From an optimization exercise on the open Yosys and OpenROAD flow, aimed at a short achievable clock period and few clock cycles; shortcuts taken in it are not production practice. Only simulation tests tie the RTL to the original design; equivalence was not proved. No driver is modelled on the clock port, so clocking that relies on it looks cheaper here than on a real chip. Power is estimated from default activity; no workload was simulated.

==> module window_fetch, before the edit <==
module window_fetch (
    input  logic        clk,
    input  logic        rst,
    input  logic        in_valid_i,
    input  logic [7:0]  in_data_i,
    output logic [7:0]  in_addr_o,
    output logic [71:0] win_o,
    output logic        win_valid_o,
    output logic [7:0]  win_addr_o,
    output logic        win_last_o
);
    localparam int SR_LEN = bilateral_pkg::SR_LEN;
    logic        rd_active;
    logic [7:0]  rd_addr;
    logic        accept;
    logic [7:0]  sr [SR_LEN];
    logic [7:0]  rd_addr_n;
    logic        cap_valid;
    logic [7:0]  cap_data;
    logic [7:0]  cap_addr;
    assign rd_addr_n = accept ? rd_addr + 1'b1 : rd_addr;
    assign accept    = in_valid_i && rd_active;
    always_ff @(posedge clk or posedge rst) begin
        if (rst) begin
            rd_active <= 1'b1;
            rd_addr   <= '0;
            cap_valid <= 1'b0;
        end else begin
            cap_valid <= accept;
            rd_addr <= rd_addr_n;
            if (accept && rd_addr == 8'hff) begin
                rd_active <= 1'b0;
            end
        end
    end
    always_ff @(posedge clk) begin
        if (rst) begin
            in_addr_o <= '0;
        end else begin
            in_addr_o <= rd_addr_n;
        end
    end
    always_ff @(posedge clk) begin
        cap_data <= in_data_i;
        cap_addr <= rd_addr;
    end
    always_ff @(posedge clk) begin
        if (cap_valid) begin
            sr[0] <= cap_data;
            for (int i = 1; i < SR_LEN; i++) begin
                sr[i] <= sr[i-1];
            end
        end
    end
    assign win_valid_o = cap_valid && (cap_addr[7:4] >= 4'd2) && (cap_addr[3:0] >= 4'd2);
    assign win_addr_o  = cap_addr - 8'h11;
    assign win_last_o  = (cap_addr == 8'hff);
    assign win_o = {sr[33], sr[32], sr[31],
                    sr[17], sr[16], sr[15],
                    sr[1],  sr[0],  cap_data};
endmodule
export LEC_CHECK = 0
export CAP_MARGIN = 20
export CORE_MARGIN = 2
export CORE_UTILIZATION = 50
export CTS_CLUSTER_DIAMETER = 100
export CTS_CLUSTER_SIZE = 30
export PLACE_DENSITY = 0.6
export SLEW_MARGIN = 20
create_clock -name core_clock -period 8.5 [get_ports {clk}]
standard.sh (not shown) runs the stock make flow with config.mk's settings and CLKGATE_MAP_FILE= SYNTH_SCRIPT=/design/flow/synth_recipe.tcl, a recipe that flattens the netlist after the stock synthesis.
==> flow/flow/run.sh <==
#!/bin/bash
set -euo pipefail
KNOBS=(SETUP_SLACK_MARGIN=6.0 ABC_CLOCK_PERIOD_IN_PS=2000)
bash standard.sh "${KNOBS[@]}" cts > standard_to_cts.log 2>&1
RESULTS="$PWD/orfs/results/$FLOW_PLATFORM/bilateral_filter/base" \
  openroad -no_init -exit flow/clock_root.tcl > clock_root.log 2>&1
bash standard.sh "${KNOBS[@]}" finish > standard_finish.log 2>&1
==> flow/flow/clock_root.tcl <==
set results $::env(RESULTS)
read_db $results/4_cts.odb
set blk [ord::get_db_block]
set root [$blk findInst clkbuf_0_clk]
if {$root == "NULL"} { puts "no root buffer clkbuf_0_clk"; exit 1 }
set in_net [[$root findITerm A] getNet]
set out_net [[$root findITerm X] getNet]
set loads {}
foreach it [$out_net getITerms] {
  if {[$it getInst] != $root} { lappend loads $it }
}
if {[llength $loads] > 4 || [llength [$in_net getITerms]] != 1} {
  puts "root buffer drives [llength $loads] pins; left as it is"
  exit 0
}
foreach it $loads {
  puts "moving [[$it getInst] getName]/[[$it getMTerm] getName] to [$in_net getName]"
  $it disconnect
  $it connect $in_net
}
odb::dbInst_destroy $root
odb::dbNet_destroy $out_net
write_db $results/4_cts.odb
puts "root buffer removed"
Testbench counts at the start, summed over its fixed seeds: cycles 6,384.
==> next run, changes <==
--- a/flow/design.v
+++ b/flow/design.v
@@ -66,24 +66,19 @@
     localparam int SR_LEN = bilateral_pkg::SR_LEN;
     logic        rd_active;
     logic [7:0]  rd_addr;
     logic        accept;
     logic [7:0]  sr [SR_LEN];
     logic [7:0]  rd_addr_n;
-    logic        cap_valid;
-    logic [7:0]  cap_data;
-    logic [7:0]  cap_addr;
     assign rd_addr_n = accept ? rd_addr + 1'b1 : rd_addr;
     assign accept    = in_valid_i && rd_active;
     always_ff @(posedge clk or posedge rst) begin
         if (rst) begin
             rd_active <= 1'b1;
             rd_addr   <= '0;
-            cap_valid <= 1'b0;
         end else begin
-            cap_valid <= accept;
             rd_addr <= rd_addr_n;
             if (accept && rd_addr == 8'hff) begin
                 rd_active <= 1'b0;
             end
         end
     end
@@ -92,29 +87,25 @@
             in_addr_o <= '0;
         end else begin
             in_addr_o <= rd_addr_n;
         end
     end
     always_ff @(posedge clk) begin
-        cap_data <= in_data_i;
-        cap_addr <= rd_addr;
-    end
-    always_ff @(posedge clk) begin
-        if (cap_valid) begin
-            sr[0] <= cap_data;
+        if (accept) begin
+            sr[0] <= in_data_i;
             for (int i = 1; i < SR_LEN; i++) begin
                 sr[i] <= sr[i-1];
             end
         end
     end
-    assign win_valid_o = cap_valid && (cap_addr[7:4] >= 4'd2) && (cap_addr[3:0] >= 4'd2);
-    assign win_addr_o  = cap_addr - 8'h11;
-    assign win_last_o  = (cap_addr == 8'hff);
+    assign win_valid_o = accept && (rd_addr[7:4] >= 4'd2) && (rd_addr[3:0] >= 4'd2);
+    assign win_addr_o  = rd_addr - 8'h11;
+    assign win_last_o  = (rd_addr == 8'hff);
     assign win_o = {sr[33], sr[32], sr[31],
                     sr[17], sr[16], sr[15],
-                    sr[1],  sr[0],  cap_data};
+                    sr[1],  sr[0],  in_data_i};
 endmodule
 `default_nettype wire
 `timescale 1ns/1ps
 `default_nettype none
 module tap_weighting (
     input  logic         clk,
Outcome:
- maximum frequency went down by 0.86%
- utilization hardly moves
- setup slack gets worse by 0.022 ns
- cell area hardly moves
- critical path depth stays the same
- first-iteration DRC count went up by 0.75%
- sequential cell count went down by 17
- sequential power went down by about 2%
- die area went down by 0.35%
- routed wire length went down by 5.3%
- via count went down by about 1.1%
- global-route usage went down by 1.0 points
Testbench counts after the change, summed over its fixed seeds: cycles 6,360.

========
Setup of lane 2:
bilateral_filter, a different RTL version from the one above (not shown whole).
Size: roughly 3,700 cells after synthesis, ~840 flip-flops, about 37 I/O pins, roughly 40,000 um2 of cells after synthesis.
==> module weight_divider, before the edit <==
module weight_divider (
    input  logic         clk,
    input  logic         rst,
    input  logic [15:0]  num_i,
    input  logic [8:0]   den_i,
    input  logic [9:0]   den3_i,
    input  logic         sums_valid_i,
    output logic         out_valid_o,
    output logic [7:0]   out_addr_o,
    output logic [7:0]   out_data_o,
    output logic         finish_o
);
    localparam int NST = 4;
    logic [NST-1:0][15:0] rem_r;
    logic [NST-1:0][8:0]  den_r;
    logic [NST-1:0][9:0]  den3_r;
    logic [NST-1:0][7:0]  quot_r;
    logic [NST-1:0]       vld_r;
    logic [15:0] rem_in  [NST];
    logic [8:0]  den_in  [NST];
    logic [9:0]  den3_in [NST];
    logic [7:0]  quot_in [NST];
    logic [15:0] rem_n   [NST];
    logic [7:0]  quot_n  [NST];
    logic [15:0] rem_sh;
    logic [9:0]  r;
    logic [10:0] t1;
    logic [10:0] t2;
    logic [10:0] t3;
    logic [9:0]  r_n;
    logic [1:0]  q2;
    logic [15:0] keep_mask;
    logic [15:0] live_mask;
    always_comb begin
        for (int s = 0; s < NST; s++) begin
            if (s == 0) begin
                rem_in[s]  = num_i;
                den_in[s]  = den_i;
                den3_in[s] = den3_i;
                quot_in[s] = '0;
            end else begin
                rem_in[s]  = rem_r[s-1];
                den_in[s]  = den_r[s-1];
                den3_in[s] = den3_r[s-1];
                quot_in[s] = quot_r[s-1];
            end
            rem_sh = rem_in[s] >> (6 - 2*s);
            r  = rem_sh[9:0];
            t1 = {1'b0, r} - {2'd0, den_in[s]};
            t2 = {1'b0, r} - {1'b0, den_in[s], 1'b0};
            t3 = {1'b0, r} - {1'b0, den3_in[s]};
            if (!t2[10]) begin
                q2  = {1'b1, !t3[10]};
                r_n = !t3[10] ? t3[9:0] : t2[9:0];
            end else begin
                q2  = {1'b0, !t1[10]};
                r_n = !t1[10] ? t1[9:0] : r;
            end
            keep_mask = ~(16'h3ff << (6 - 2*s));
            live_mask = ~(16'hffff << (6 - 2*s + 8));
            rem_n[s]  = ((rem_in[s] & keep_mask) | ({6'd0, r_n} << (6 - 2*s))) & live_mask;
            quot_n[s] = quot_in[s] | ({6'd0, q2} << (6 - 2*s));
        end
    end
    always_ff @(posedge clk or posedge rst) begin
        if (rst) begin
            vld_r <= '0;
        end else begin
            vld_r <= {vld_r[NST-2:0], sums_valid_i};
        end
    end
    always_ff @(posedge clk) begin
        rem_r[0]  <= rem_n[0];
        den_r[0]  <= den_in[0];
        den3_r[0] <= den3_in[0];
        quot_r[0] <= quot_n[0];
        for (int s = 1; s < NST; s++) begin
            rem_r[s]  <= rem_n[s];
            den_r[s]  <= den_in[s];
            den3_r[s] <= den3_in[s];
            quot_r[s] <= quot_n[s];
        end
    end
    assign out_data_o  = quot_r[NST-1];
    logic [7:0] out_pos;
    always_ff @(posedge clk or posedge rst) begin
        if (rst) begin
            out_pos <= 8'h11;
        end else if (vld_r[NST-2]) begin
            if (out_pos[3:0] == 4'd14) begin
                out_pos <= {out_pos[7:4] + 4'd1, 4'd1};
            end else begin
                out_pos <= out_pos + 8'd1;
            end
        end
    end
    always_ff @(posedge clk) begin
        out_addr_o <= out_pos;
        if (rst) begin
            out_valid_o <= 1'b0;
            finish_o    <= 1'b0;
        end else begin
            out_valid_o <= vld_r[NST-2];
            finish_o    <= finish_o || (out_valid_o && out_addr_o == 8'hee);
        end
    end
endmodule
clock: 8.5 ns
lec_check: 0
cap_margin: 20
core_margin: 2
core_utilization: 62
cts_cluster_diameter: 100
cts_cluster_size: 30
place_density: 0.7
slew_margin: 20
Scripts as last shown in full above: flow/flow/run.sh, flow/flow/clock_root.tcl
Lane 2 closes out successfully: all stages finished, all timing, DRC and antenna checks passed.
Testbench counts of lane 2, summed over its fixed seeds: cycles 6,384.
Modified inputs, lane 3 compared to lane 2
--- a/flow/design.v
+++ b/flow/design.v
@@ -304,16 +304,22 @@
             rem_sh = rem_in[s] >> (6 - 2*s);
             r  = rem_sh[9:0];
             t1 = {1'b0, r} - {2'd0, den_in[s]};
             t2 = {1'b0, r} - {1'b0, den_in[s], 1'b0};
             t3 = {1'b0, r} - {1'b0, den3_in[s]};
-            if (!t2[10]) begin
-                q2  = {1'b1, !t3[10]};
-                r_n = !t3[10] ? t3[9:0] : t2[9:0];
+            if (!t3[10]) begin
+                q2  = 2'd3;
+                r_n = t3[9:0];
+            end else if (!t2[10]) begin
+                q2  = 2'd2;
+                r_n = t2[9:0];
+            end else if (!t1[10]) begin
+                q2  = 2'd1;
+                r_n = t1[9:0];
             end else begin
-                q2  = {1'b0, !t1[10]};
-                r_n = !t1[10] ? t1[9:0] : r;
+                q2  = 2'd0;
+                r_n = r;
             end
             keep_mask = ~(16'h3ff << (6 - 2*s));
             live_mask = ~(16'hffff << (6 - 2*s + 8));
             rem_n[s]  = ((rem_in[s] & keep_mask) | ({6'd0, r_n} << (6 - 2*s))) & live_mask;
             quot_n[s] = quot_in[s] | ({6'd0, q2} << (6 - 2*s));
Findings:
Summary — minimum setup slack among reg-to-reg paths, lane 3 relative to lane 2: lower, by 170 ps. Lane 3 completed end to end with timing, DRC and antenna clean. Max switching power total across lane 3 and lane 2: lane 3. Compared to lane 2, lane 3 has share of post-route cells with drive strength above 1 1.3 points higher. NOTE: final cell utilization of the core in lane 3 exceeds that of lane 2. Delta (lane 3 minus lane 2): total power increased by about 4% relative to the old numbers, number of cells on the worst reg-to-reg path increased by 5 relative to the old numbers. Comparing clock power share for lane 3 and lane 2, the bigger number came from lane 3. On met3 demand-to-capacity share in global routing: between lane 3 and lane 2, it ends up higher for lane 3.
Testbench counts of lane 3, summed over its fixed seeds: cycles 6,384.

re-timing with driven ports:
In the flow no input, the clock included, has a driving cell. The finished layouts below were timed again as built, in two steps.
Step 1 assumes that a clkbuf_16 drives the clock port and a buf_2 every other input.
Step 2 moves the port delays by t, midway between the first and last clock arrival at a register: inputs arrive t later, outputs are due t later. That takes back most of the time a late clock gives input paths.
a / b / c = ideal ports / drivers / drivers and shift; a / b = the first two.
run	shift t [ns]	setup WS [ns]	worst setup path at the end	clock arrival spread, ns	slew at the worst register clock pin (ns)
the first run of note 1	0.540	5.936 / 5.810 / 5.754	input to register	0.033 / 0.033	0.11 / 0.11
the second run of note 1	0.547	5.914 / 5.786 / 5.431	input to register	0.039 / 0.040	0.12 / 0.12
lane 2	0.522	5.928 / 5.802 / 5.734	input to register	0.033 / 0.033	0.11 / 0.11
lane 3	0.530	5.883 / 5.818 / 5.784	input to register	0.031 / 0.031	0.11 / 0.11
After both steps every run listed still meets setup and hold. For the second run of note 1, which loses most, drivers alone change the setup slack by -0.128 ns; drivers and shift together by -0.483 ns.
